From an optimization exercise on the open Yosys and OpenROAD flow, aimed at small area, a short achievable clock period and few clock cycles; shortcuts taken in it are not production practice.
Only simulation tests tie the RTL to the original design; equivalence was not proved.
No activity file was given, so power comes from the tool's default toggle rates.

`design/flow/run.sh`:
```
#!/bin/bash
# synth_recipe.tcl (not shown) runs the flow's synth.tcl, then flattens the netlist and writes it again
# the make line also repeats each setting of config.mk as NAME=value (left out here)
make -C /OpenROAD-flow-scripts/flow DESIGN_CONFIG=/design/flow/config.mk WORK_HOME=/design/flow/orfs CLKGATE_MAP_FILE= SYNTH_SCRIPT=/design/flow/synth_recipe.tcl finish
```
`design/flow/config.mk`:
```
export PLATFORM = sky130hd
export DESIGN_NAME = postfix_to_load_op_code
export DESIGN_NICKNAME = postfix_to_load_op_code
export VERILOG_FILES = /design/flow/design.v
export SDC_FILE = /design/flow/constraint.sdc
export NUM_CORES = 4
export LEC_CHECK = 0
export CAP_MARGIN = 20
export CORE_MARGIN = 2
export CORE_UTILIZATION = 40
export SETUP_SLACK_MARGIN = 1.5
export SLEW_MARGIN = 20
```
`design/flow/constraint.sdc`:
```
create_clock -name core_clock -period 4.4 [get_ports {clk}]
set_input_delay 0.8800 -clock core_clock [delete_from_list [all_inputs] [get_ports {clk}]]
set_output_delay 0.8800 -clock core_clock [all_outputs]
set_load 0.01 [all_outputs]
```
`design/flow/design.v`:
```
`default_nettype none
package ptl_pkg;
    localparam int STACK_DEPTH_DEF = 64;
    localparam logic [7:0] CH_A     = 8'h41;
    localparam logic [7:0] CH_Z     = 8'h5A;
    localparam logic [7:0] CH_PLUS  = 8'h2B;
    localparam logic [7:0] CH_MINUS = 8'h2D;
    localparam logic [7:0] CH_STAR  = 8'h2A;
    localparam logic [7:0] CH_SLASH = 8'h2F;
    localparam logic [3:0] KIND_LOAD    = 4'd0;
    localparam logic [3:0] KIND_STORE   = 4'd5;
    localparam logic [3:0] KIND_BADEXPR = 4'd6;
    localparam logic [3:0] KIND_BADIN   = 4'd7;
    localparam logic [3:0] KIND_END     = 4'd8;
    localparam logic [3:0] KIND_OVF     = 4'd9;
    localparam logic [1:0] CLS_LETTER = 2'd0;
    localparam logic [1:0] CLS_OP     = 2'd1;
    localparam logic [1:0] CLS_BAD    = 2'd2;
    localparam logic [1:0] CLS_END    = 2'd3;
    localparam logic [2:0] M_NONE    = 3'd0;
    localparam logic [2:0] M_OP      = 3'd1;
    localparam logic [2:0] M_END     = 3'd2;
    localparam logic [2:0] M_BADEXPR = 3'd3;
    localparam logic [2:0] M_BADIN   = 3'd4;
    localparam logic [2:0] M_OVF     = 3'd5;
endpackage
`default_nettype wire
`default_nettype none
module ptl_front (
    input  wire logic          clk,
    input  wire logic          rst_n,
    input  wire logic          in_valid,
    output logic               in_stall,
    input  wire logic [7:0]    symbol,
    input  wire logic          is_end,
    output logic               head_valid,
    output logic [6:0]         head_item,
    input  wire logic          head_pop
);
    logic [6:0] cls_item;
    logic [6:0] q0_reg, q1_reg;
    logic       v0_reg, v1_reg;
    logic       push;
    always_comb
    begin
        cls_item = {ptl_pkg::CLS_BAD, symbol[4:0]};
        if (is_end)
            cls_item[6:5] = ptl_pkg::CLS_END;
        else if (symbol >= ptl_pkg::CH_A && symbol <= ptl_pkg::CH_Z)
            cls_item[6:5] = ptl_pkg::CLS_LETTER;
        else
        begin
            case (symbol)
                ptl_pkg::CH_PLUS:  cls_item = {ptl_pkg::CLS_OP, 5'd0};
                ptl_pkg::CH_MINUS: cls_item = {ptl_pkg::CLS_OP, 5'd1};
                ptl_pkg::CH_STAR:  cls_item = {ptl_pkg::CLS_OP, 5'd2};
                ptl_pkg::CH_SLASH: cls_item = {ptl_pkg::CLS_OP, 5'd3};
                default:           ;
            endcase
        end
    end
    assign in_stall   = v1_reg;
    assign push       = in_valid && !v1_reg;
    assign head_valid = v0_reg;
    assign head_item  = q0_reg;
    always_ff @(posedge clk)
    begin
        if (!v0_reg || head_pop)
            q0_reg <= v1_reg ? q1_reg : cls_item;
        if (push)
            q1_reg <= cls_item;
    end
    always_ff @(posedge clk or negedge rst_n)
    begin
        if (!rst_n)
        begin
            v0_reg <= 1'b0;
            v1_reg <= 1'b0;
        end
        else
        begin
            case ({v1_reg, v0_reg && !head_pop, push})
                3'b000: begin v0_reg <= 1'b0; v1_reg <= 1'b0; end
                3'b001: begin v0_reg <= 1'b1; v1_reg <= 1'b0; end
                3'b010: begin v0_reg <= 1'b1; v1_reg <= 1'b0; end
                3'b011: begin v0_reg <= 1'b1; v1_reg <= 1'b1; end
                3'b100: begin v0_reg <= 1'b1; v1_reg <= 1'b0; end
                default: begin v0_reg <= 1'b1; v1_reg <= 1'b1; end
            endcase
        end
    end
endmodule
`default_nettype wire
`default_nettype none
module ptl_back #(
    parameter int STACK_DEPTH = ptl_pkg::STACK_DEPTH_DEF
) (
    input  wire logic           clk,
    input  wire logic           rst_n,
    input  wire logic           head_valid,
    input  wire logic [6:0]     head_item,
    output logic                head_pop,
    output logic                out_valid,
    input  wire logic           out_stall,
    output logic [3:0]          kind,
    output logic [7:0]          first_operand,
    output logic [7:0]          second_operand,
    output logic [7:0]          temp_number,
    output logic                stack_empty,
    output logic                last
);
    localparam int CNT_W = $clog2(STACK_DEPTH + 1);
    logic [4:0]       stk [STACK_DEPTH];
    logic [CNT_W-1:0] cnt_reg;
    logic             pend_reg;
    logic             halt_reg;
    logic [1:0] cls;
    logic       is_letter, is_op, is_end, is_bad;
    logic       full, below_two, empty_now;
    logic       needs_slot, can_take;
    logic       do_push, do_pop;
    logic       b_store;
    logic [2:0] b_main;
    logic       b_new;
    assign cls       = head_item[6:5];
    assign is_letter = (cls == ptl_pkg::CLS_LETTER);
    assign is_op     = (cls == ptl_pkg::CLS_OP);
    assign is_end    = (cls == ptl_pkg::CLS_END);
    assign is_bad    = (cls == ptl_pkg::CLS_BAD);
    assign full      = (cnt_reg == CNT_W'(STACK_DEPTH));
    assign below_two = (cnt_reg < CNT_W'(2));
    assign empty_now = (cnt_reg == '0) || ((cnt_reg == CNT_W'(1)) && pend_reg);
    logic slot_free;
    assign needs_slot = !halt_reg && !(is_letter && !pend_reg && !full);
    assign can_take   = head_valid && (!needs_slot || slot_free);
    assign head_pop   = can_take;
    assign b_new      = can_take && needs_slot;
    always_comb
    begin
        b_store = pend_reg && !is_end;
        b_main  = ptl_pkg::M_NONE;
        do_push = 1'b0;
        do_pop  = 1'b0;
        if (is_end)
        begin
            b_main = ptl_pkg::M_END;
            do_pop = pend_reg;
        end
        else if (is_letter)
        begin
            if (full)
                b_main = ptl_pkg::M_OVF;
            else
                do_push = 1'b1;
        end
        else if (is_op)
        begin
            if (below_two)
                b_main = ptl_pkg::M_BADEXPR;
            else
            begin
                b_main = ptl_pkg::M_OP;
                do_pop = 1'b1;
            end
        end
        else
            b_main = ptl_pkg::M_BADIN;
        if (!can_take || halt_reg)
        begin
            do_push = 1'b0;
            do_pop  = 1'b0;
        end
    end
    logic       pol_reg;
    logic       cmd_hold_reg, cmd_push_reg, cmd_pop_reg;
    logic [4:0] cmd_val_reg;
    logic [4:0] stk_next [STACK_DEPTH];
    logic [4:0] push_val;
    logic [4:0] raw0, raw1, raw2;
    logic [4:0] top0, top1;
    assign push_val = cmd_val_reg ^ {5{pol_reg}};
    always_comb
    begin
        for (int i = 0; i < STACK_DEPTH; i++)
        begin
            stk_next[i] = ~(({5{cmd_hold_reg}} & stk[i]) |
                            ({5{cmd_push_reg}} & ((i == 0) ? push_val : stk[(i == 0) ? 0 : i - 1])) |
                            ({5{cmd_pop_reg}}  & ((i == STACK_DEPTH - 1) ? 5'd0 : stk[(i == STACK_DEPTH - 1) ? i : i + 1])));
        end
    end
    always_ff @(posedge clk)
    begin
        pol_reg      <= !pol_reg;
        cmd_hold_reg <= !do_push && !do_pop;
        cmd_push_reg <= do_push;
        cmd_pop_reg  <= do_pop;
        cmd_val_reg  <= head_item[4:0];
        for (int i = 0; i < STACK_DEPTH; i++)
            stk[i] <= stk_next[i];
    end
    assign raw0 = stk[0] ^ {5{pol_reg}};
    assign raw1 = stk[1] ^ {5{pol_reg}};
    assign raw2 = stk[2] ^ {5{pol_reg}};
    always_comb
    begin
        if (cmd_push_reg)
        begin
            top0 = cmd_val_reg;
            top1 = raw0;
        end
        else if (cmd_pop_reg)
        begin
            top0 = raw1;
            top1 = raw2;
        end
        else
        begin
            top0 = raw0;
            top1 = raw1;
        end
    end
    always_ff @(posedge clk or negedge rst_n)
    begin
        if (!rst_n)
        begin
            cnt_reg  <= '0;
            pend_reg <= 1'b0;
            halt_reg <= 1'b0;
        end
        else if (can_take && !halt_reg)
        begin
            if (do_push)
                cnt_reg <= cnt_reg + 1'b1;
            else if (do_pop)
                cnt_reg <= cnt_reg - 1'b1;
            pend_reg <= (b_main == ptl_pkg::M_OP);
            if (b_main != ptl_pkg::M_NONE && b_main != ptl_pkg::M_OP && b_main != ptl_pkg::M_END)
                halt_reg <= 1'b1;
        end
    end
    logic       c_valid, f_valid;
    logic       c_store, f_store;
    logic [2:0] c_main,  f_main;
    logic [1:0] c_op,    f_op;
    logic [4:0] c_a,     f_a;
    logic [4:0] c_b,     f_b;
    logic       c_empty, f_empty;
    logic [1:0] c_ph;                
    logic [7:0] tcnt_reg;
    logic       c_last_res, c_done, c_load_f, c_load_new, f_load_new;
    assign c_last_res = !c_store ? ((c_main != ptl_pkg::M_OP) || (c_ph == 2'd2))
                                 : (c_main == ptl_pkg::M_NONE);
    assign c_done     = c_valid && !out_stall && c_last_res;
    assign slot_free  = !f_valid || c_done || !c_valid;
    assign c_load_f   = f_valid && (c_done || !c_valid);
    assign c_load_new = b_new && !f_valid && (c_done || !c_valid);
    assign f_load_new = b_new && !c_load_new;
    always_ff @(posedge clk)
    begin
        if (c_load_f)
        begin
            c_store <= f_store;
            c_main  <= f_main;
            c_op    <= f_op;
            c_a     <= f_a;
            c_b     <= f_b;
            c_empty <= f_empty;
        end
        else if (c_load_new)
        begin
            c_store <= b_store;
            c_main  <= b_main;
            c_op    <= head_item[1:0];
            c_a     <= top0;
            c_b     <= top1;
            c_empty <= empty_now;
        end
        else if (c_valid && !out_stall && c_store)
            c_store <= 1'b0;
        if (f_load_new)
        begin
            f_store <= b_store;
            f_main  <= b_main;
            f_op    <= head_item[1:0];
            f_a     <= top0;
            f_b     <= top1;
            f_empty <= empty_now;
        end
    end
    always_ff @(posedge clk or negedge rst_n)
    begin
        if (!rst_n)
        begin
            c_valid  <= 1'b0;
            f_valid  <= 1'b0;
            c_ph     <= '0;
            tcnt_reg <= '0;
        end
        else
        begin
            if (c_load_f || c_load_new)
                c_valid <= 1'b1;
            else if (c_done)
                c_valid <= 1'b0;
            if (f_load_new)
                f_valid <= 1'b1;
            else if (c_load_f)
                f_valid <= 1'b0;
            if (c_load_f || c_load_new || c_done)
                c_ph <= '0;
            else if (c_valid && !out_stall && !c_store && c_main == ptl_pkg::M_OP)
                c_ph <= c_ph + 1'b1;
            if (c_valid && !out_stall && !c_store && c_main == ptl_pkg::M_OP &&
                c_ph == 2'd2 && tcnt_reg != 8'hFF)
                tcnt_reg <= tcnt_reg + 1'b1;
        end
    end
    always_comb
    begin
        kind           = ptl_pkg::KIND_LOAD;
        first_operand  = '0;
        second_operand = '0;
        temp_number    = '0;
        stack_empty    = 1'b0;
        last           = c_last_res;
        if (c_store)
        begin
            kind          = ptl_pkg::KIND_STORE;
            first_operand = {3'b010, c_a};
            temp_number   = tcnt_reg;
        end
        else
        begin
            case (c_main)
                ptl_pkg::M_OP:
                begin
                    case (c_ph)
                        2'd0: first_operand = {3'b010, c_a};
                        2'd1: first_operand = {3'b010, c_b};
                        default:
                        begin
                            kind           = {2'b00, c_op} + 4'd1;
                            first_operand  = {3'b010, c_a};
                            second_operand = {3'b010, c_b};
                        end
                    endcase
                end
                ptl_pkg::M_END:
                begin
                    kind        = ptl_pkg::KIND_END;
                    stack_empty = c_empty;
                end
                ptl_pkg::M_BADEXPR: kind = ptl_pkg::KIND_BADEXPR;
                ptl_pkg::M_BADIN:   kind = ptl_pkg::KIND_BADIN;
                ptl_pkg::M_OVF:     kind = ptl_pkg::KIND_OVF;
                default:            ;
            endcase
        end
    end
    assign out_valid = c_valid;
endmodule
`default_nettype wire
`default_nettype none
module postfix_to_load_op_code #(
    parameter int STACK_DEPTH = ptl_pkg::STACK_DEPTH_DEF
) (
    input  wire logic       clk,
    input  wire logic       rst_n,
    input  wire logic       in_valid,
    output logic            in_stall,
    input  wire logic [7:0] symbol,
    input  wire logic       is_end,
    output logic            out_valid,
    input  wire logic       out_stall,
    output logic [3:0]      kind,
    output logic [7:0]      first_operand,
    output logic [7:0]      second_operand,
    output logic [7:0]      temp_number,
    output logic            stack_empty,
    output logic            last
);
    logic       head_valid;
    logic [6:0] head_item;
    logic       head_pop;
    ptl_front u_front (
        .clk        (clk),
        .rst_n      (rst_n),
        .in_valid   (in_valid),
        .in_stall   (in_stall),
        .symbol     (symbol),
        .is_end     (is_end),
        .head_valid (head_valid),
        .head_item  (head_item),
        .head_pop   (head_pop)
    );
    ptl_back #(
        .STACK_DEPTH (STACK_DEPTH)
    ) u_back (
        .clk            (clk),
        .rst_n          (rst_n),
        .head_valid     (head_valid),
        .head_item      (head_item),
        .head_pop       (head_pop),
        .out_valid      (out_valid),
        .out_stall      (out_stall),
        .kind           (kind),
        .first_operand  (first_operand),
        .second_operand (second_operand),
        .temp_number    (temp_number),
        .stack_empty    (stack_empty),
        .last           (last)
    );
endmodule
`default_nettype wire
```
==> results.ini, run 1 <==
[run_status]
status = no timing/DRC/antenna violations

[floorplanning]
pin_count = 45
die-area_um2 = 36900
initial_core_util_pct = 40.8
die_h_um = 192
num_rows = 68
core_area_um2 = 34700
fp.dieW_um = 192

[drt]
antenna_left = 0
vias_per_cell = 6.33
drc = 0
post_drt_wl_per_cell_um = 16.7
num_vias = 10100
drt_iter0_markers = 2204
firstDrtPassIters = 19
wl_um = 26500

[placement]
dp.cells = 1493
io_buffers = 40
globalplace.congestion = 0.787
dp_hpwl_um = 14200

[yosys]
synth_compound_area_share_pct = 25.4
synth_area_per_cell_um2 = 12.7
synth_seq_area_share_pct = 60.8
synth_mux_area_share_pct = 3.13
synth_area_um2 = 14100
yosysTopAreaCell = dfxtp_1
ys.flop_type = dfxtp_1
ys_async_sr_fraction_pct = 5.75
synth_xor_area_share_pct = 1.80
synth_edf_count = 48
synth.top_cell.area_share_pct = 46.5
synth_warnings = 4
synth_top_family_by_area = compound AO/OA/AOI/OAI gates
ys_types = 60
yosys-top-cells-area = dfxtp_1 47%, a222oi_1 22%, edfxtp_1 10%
synth_adder_area_share_pct = 0.778
syn-instance-count = 1114
synth-seq-cells = 400
synthSimpleGateAreaFrac_pct = 4.23

[timing]
setup_viol_count_final = 0
worst_hold_slack_ns = 0.336
final-hold-violation-count = 0
period_share_pct = 64.9
setup-tns-final_ns = 0
period_minus_slack_ns = 2.86
rsz0062_at_grt = yes
max-slew-margin-rel_pct = 30.6
fmax_ghz = 0.350
slew_viol_final = 0
fin_skew_ns = 0.0137
worstMarginPinSlew_ns = 1.04

[setup_path]
reg2reg_depth = 7
crit_fanout = 6
endpoint = first_operand[6]
reg2reg_from = u_back.c_main[1]$_DFFE_PP_
endpoint_kind = output pin
rrSetupSlack_ns = 1.81
rr_endpoint = u_back.f_b[0]$_DFFE_PP_
worst_ep_required_time_ns = 3.52
path_class = flop to output pin
cp.arrival_ns = 1.98
crit_start = u_back.c_main[2]$_DFFE_PP_
crit_path_start_kind = flop

[cts]
cts_buffers = 41
tritoncts = done
cts.sinks = 400
cts_buffer_depth = 3
cts_root_buffer = clkbuf_16
cts_hold_buffers = 0
htreeDepth = 2
clock_latency_ns = 0.53
path_clk_slew_ns = 0.06

[layout]
final_common_cell = dfxtp_1
nets = 1123
diodes = 0
drive_above_1_share_pct = 12.7
largest_reg_flops = 320
layout_common_cells = 326 x dfxtp_1, 315 x a222oi_1, 48 x edfxtp_1
syn2layout_area_growth_pct = 16.0
layout.cells.non_filler = 1588

[power]
internal-power_uw = 8530
p_switching_uw = 3300
leakagePower_uw = 0.00762
p_seq_share_pct = 54.7
clkPwrFrac_pct = 31.1
pwr-share-comb_pct = 14.2
swShare_pct = 27.9
power.density_nw_per_um2 = 721
irDropWorstVdd_v = 0.000325

[global_routing]
antenna_found_initial = 0
grt_usage_pct = 13.8
grt_max_degree = 181
grt_pass1_vias = 8958
grt_remaining_overflow = 0
grt_pass1_wl_um = 44000

[run]
drv_cap = 0

[min_path]
hp-class = input port to asynchronous set/reset pin

[layer usage]
metal	share of wire, %	vias to the layer above	global-route usage (%)
li1	-	4751	-
met1	48	4976	20.0
met2	45	282	20.5
met3	4.8	45	2.45
met4	2.4	0	5.02
met5	0	-	0
[power by group through the flow]
| stage | Clock [uW] | Sequential, uW | Combinational (uW) |
|---|---|---|---|
| after CTS | 3780 | 6440 | 1660 |
| final | 3670 | 6470 | 1680 |
| after global placement | 0 | 6480 | 1530 |
| after detailed placement | 0 | 6530 | 1610 |
| after floorplan | 0 | 6160 | 1340 |
| after global routing | 3920 | 6680 | 1920 |
[metrics by stage]
stage,utilization [%],area (um2),total power (uW),worst slack [ns]
2_1_floorplan,-,14200,7500,1.65
3_3_place_gp,42.5,14800,8010,1.21
5_1_grt,47.3,16400,12500,1.45
6_report,47.3,16400,11800,1.54
3_5_place_dp,42.5,14700,8130,1.17
4_1_cts,47.1,16400,11900,1.26
[cell families after synthesis]
| kind of cell | after synthesis |
|---|---|
| mux | 41 |
| flops | 400 |
| fa+ha+maj | 9 |
| simple gates | 116 |
| xor+xnor | 29 |
| other cells | 1 |
| compound gates | 378 |
| buf+inv | 140 |
[critical path, stage by stage (launching register included)]
cell             delay, ns
edfxtp_1              0.45
nand2b_1              0.22
nor2_2                0.14
nor2_4                0.07
inv_1                 0.05
clkdlybuf4s50_1       0.52
[worst min-delay path by stage]
| stage | endpoint | depth (start not counted) |
|---|---|---|
| 2_1_floorplan | u_back.cmd_val_reg[2]$_DFF_P_ | 0 |
| 3_3_place_gp | u_back.cmd_val_reg[2]$_DFF_P_ | 0 |
| 3_5_place_dp | u_back.cmd_val_reg[4]$_DFF_P_ | 0 |
| 4_1_cts | u_back.cmd_val_reg[4]$_DFF_P_ | 0 |
| 5_1_grt | u_back.cmd_val_reg[4]$_DFF_P_ | 0 |
| 6_report | u_back.cnt_reg[3]$_DFFE_PN0P_ | 1 |
[Yosys cell counts, types with 5 or more instances]
library cell  count
dfrtp_1          23
inv_1            12
nand3_1           8
xnor2_1          17
a22oi_1           5
mux2_2           17
mux2_1            9
xor2_1           12
and3_1            7
dfxtp_1         329
nor3_1            5
nand2_1          24
o211ai_1          5
ha_1              8
clkbuf_1        107
mux2i_1          15
nor2_1           30
edfxtp_1         48
a222oi_1        315
buf_1            13
o21ai_0          14
a21oi_1           9
and2_1           16
[timing repair]
| item | 4_1_cts | 5_1_grt |
|---|---|---|
| setup endpoints to repair | 18 | 14 |
| pin swaps | 1 | 0 |
| resized for setup | 28 | 24 |
| setup buffers | 15 | 6 |
[final cells by class]
| type | instances | area (um2) |
|---|---|---|
| fillers | 3113 | 18300 |
| multi-input cells | 577 | 5080 |
| well taps | 455 | 569 |
| repair buffers | 70 | 621 |
| inverters | 12 | 45.0 |
| clock inverters | 17 | 233 |
| clock buffers | 57 | 1240 |
| flip-flops and latches | 400 | 8610 |
Testbench counts, summed over its fixed seeds: cycles 24,938.
==> run 2: changes to the inputs <==
--- a/design/flow/config.mk
+++ b/design/flow/config.mk
@@ -8,5 +8,4 @@
 export CAP_MARGIN = 20
 export CORE_MARGIN = 2
 export CORE_UTILIZATION = 40
-export SETUP_SLACK_MARGIN = 1.5
 export SLEW_MARGIN = 20
==> results.ini, run 2 <==
[run_status]
status = no timing/DRC/antenna violations

[power]
p_total_uw = 11400  ; -3.3%
irDropWorstVdd_v = 0.000400  ; +23%
power.density_nw_per_um2 = 711  ; -1.3%
leakagePower_uw = 0.00740  ; -2.9%

[cts]
postCtsSetupBuffers = 0  ; -15
cts_buffers = 40  ; -2.4%
cts_buffer_depth = 3  ; unchanged
clock_latency_ns = 0.52  ; about the same
cts.sinks = 400  ; unchanged
tritoncts = done
cts_hold_buffers = 0  ; unchanged
cts-resized-gates = 0  ; -100%
path_clk_slew_ns = 0.06  ; about the same
htreeDepth = 2  ; unchanged
cts_root_buffer = clkbuf_16

[global_routing]
grt_max_degree = 143  ; -21%
grt_usage_pct = 13.6  ; -0.23 points
grt_pass1_wl_um = 43300  ; -1.5%
grt_remaining_overflow = 0  ; unchanged
antenna_found_initial = 0  ; unchanged
grt_pass1_vias = 8943  ; -0.17%

[floorplanning]
num_rows = 68  ; unchanged
pin_count = 45  ; unchanged
fp.dieW_um = 192  ; unchanged
initial_core_util_pct = 40.8  ; unchanged
die_h_um = 192  ; unchanged
core_area_um2 = 34700  ; unchanged
die-area_um2 = 36900  ; unchanged

[timing]
worst_hold_slack_ns = 0.365  ; +0.0294 ns
slew_viol_final = 0  ; unchanged
setup_viol_count_final = 0  ; unchanged
rsz0062_at_grt = no
worstMarginPinSlew_ns = 1.05  ; +0.00817 ns
max-slew-margin-rel_pct = 30.1  ; -0.55 points
final-hold-violation-count = 0  ; unchanged
fmax_ghz = 0.294  ; -16%
setup-tns-final_ns = 0  ; unchanged
setup_ws_ns = 1.00  ; -0.542 ns
fin_skew_ns = 0.0121  ; -0.00160 ns
period_share_pct = 77.2  ; +12 points
period_minus_slack_ns = 3.40  ; +0.542 ns

[layout]
layout_common_cells = 326 x dfxtp_1, 315 x a222oi_1, 48 x edfxtp_1
fillers = 3133  ; +0.64%
syn2layout_area_growth_pct = 13.6
largest_reg_flops = 320  ; unchanged
drive_above_1_share_pct = 8.48  ; -4.2 points
final_common_cell = dfxtp_1
final_util_pct = 46.3  ; -0.95 points
nets = 1102  ; -1.9%
diodes = 0  ; unchanged

[setup_path]
cp.arrival_ns = 2.52  ; +0.54 ns
max_stage_delay_ns = 0.61  ; +0.09 ns
crit_path_start_kind = flop
rrSetupSlack_ns = 1.88  ; +0.07 ns
endpoint_kind = output pin
critPathSlowestCell = edfxtp_1
crit_chain = nor3_1 -> and3_1 -> and2_1 -> clkdlybuf4s50_1
path_class = flop to output pin
crit_fanout = 19  ; +13
worst_ep_required_time_ns = 3.52  ; about the same

[yosys]
synth-seq-cells = 400  ; unchanged
ys.flop_type = dfxtp_1
synth.top_cell.area_share_pct = 46.5  ; unchanged
synth_warnings = 4  ; unchanged
yosys-top-cells-area = dfxtp_1 47%, a222oi_1 22%, edfxtp_1 10%
ys_types = 60  ; unchanged
synth_seq_area_share_pct = 60.8  ; unchanged
syn-instance-count = 1114  ; unchanged
synth_edf_count = 48  ; unchanged
synth.most_common_cell = dfxtp_1
synthTopCellsByCount = 329 x dfxtp_1, 315 x a222oi_1, 107 x clkbuf_1
synth_area_per_cell_um2 = 12.7  ; unchanged
ys_async_sr_fraction_pct = 5.75  ; unchanged
synth_area_um2 = 14100  ; unchanged
yosysTopAreaCell = dfxtp_1

[drt]
antenna_left = 0  ; unchanged
post_drt_wl_per_cell_um = 16.5  ; -1.3%
wl_um = 25800  ; -2.8%
drt_iter0_markers = 2105  ; -4.5%
drc = 0  ; unchanged
num_vias = 9862  ; -1.9%
firstDrtPassIters = 13  ; -6
vias_per_cell = 6.31  ; -0.40%

[placement]
dp_hpwl_um = 14000  ; -1.6%
place_ws_ns = 1.17  ; -0.000890 ns
io_buffers = 40  ; unchanged
globalplace.congestion = 0.757  ; -3.9%

[run]
drv_cap = 0  ; unchanged

[min_path]
hp-class = flop to flop

## run 2: metal layers
layer	vias up	wire length, um	global-route usage, %
li1	4720	-	-
met1	4873	12500	19.0
met2	221	11600	21.0
met3	48	1140	2.61
met4	0	593	4.46
met5	-	0	0
## run 2: kinds of logic (layout without fill, tap and decap cells)
family / after synthesis / after routing / synth area share, %
flip-flops: 400 / 400 / 60.8
buffers and inverters: 140 / 132 / 3.86
XOR/XNOR: 29 / 29 / 1.80
multiplexers: 41 / 41 / 3.13
adder cells (fa/ha/maj): 9 / 9 / 0.778
AO/OA/AOI/OAI: 378 / 378 / 25.4
other: 1 / 4 / 0.0265
AND/OR/NAND/NOR: 116 / 116 / 4.23
## run 2: through the flow
step | area [um2] | cells
finish | 16100 | 1564
global placement | 14800 | 1494
detailed placement | 14800 | 1494
global route | 16100 | 1564
floorplan | 14200 | 1117
CTS | 16100 | 1564
## run 2: where the power goes
group / internal, uW / switching, uW
clock network: 2050 / 1320
logic: 940 / 646
registers: 5280 / 1200
## run 2: worst max-delay path, delay by kind of cell, from the launching register on
kind	cells	cell delay, ns
simple gates	3	0.86
flops	1	0.61
buf+inv	1	0.53
## run 2: layout make-up
class / instances / area, um2 / area share [%]
sequential: 400 / 8610 / 53.6
inverter: 12 / 45.0 / 0.280
tap: 455 / 569 / 3.54
multi-input combinational: 577 / 5010 / 31.2
clock buffer: 59 / 1190 / 7.43
timing repair buffer: 50 / 513 / 3.19
clock inverter: 11 / 128 / 0.794
## run 2: worst paths after layout
path,start,end,cells after the start
worst min-delay path,u_front.q0_reg[2]$_DFFE_PN_,u_back.cmd_val_reg[2]$_DFF_P_,0
worst min register to register,u_front.q0_reg[2]$_DFFE_PN_,u_back.cmd_val_reg[2]$_DFF_P_,0
worst max-delay path,u_back.c_store$_DFFE_PP_,second_operand[1],4
min in group asynchronous,rst_n,u_back.cnt_reg[4]$_DFFE_PN0P_,2
max in group asynchronous,rst_n,u_back.tcnt_reg[5]$_DFFE_PN0P_,2
worst max register to register,u_back.c_store$_DFFE_PP_,u_back.f_b[3]$_DFFE_PP_,5

[afterwards: timing with drivers on the ports]
The flow's constraints put no driver on any port. The routed layouts listed below were extracted and timed again, unchanged, in two steps.
Step 1: set_driving_cell puts a clkbuf_16 on clk and a buf_2 on each other input, an assumption about the parent block.
Step 2 adds t to the input delays and takes it off the output delays; t is the mean of the earliest and latest rising clock arrival at the registers after step 1. Input paths then give back, and output paths get back, about the clock's delay inside the block.
a / b / c = ideal / step 1 / step 2; a / b = the first two.
run | t, ns | setup slack, ns | hold WS [ns] | latest minus earliest clock arrival (ns) | cell pins on the clock port's net
run 1 | 0.571 | 1.543 / 1.492 / 1.253 | 0.336 / 0.311 / 0.336 | 0.020 / 0.020 | 1
run 2 | 0.561 | 1.001 / 0.951 / 1.218 | 0.365 / 0.365 / 0.365 | 0.013 / 0.014 | 1
After both steps every run listed still meets setup and hold. The setup slack of run 1, which loses most, moves by -0.051 ns with the drivers and by -0.290 ns with both steps.
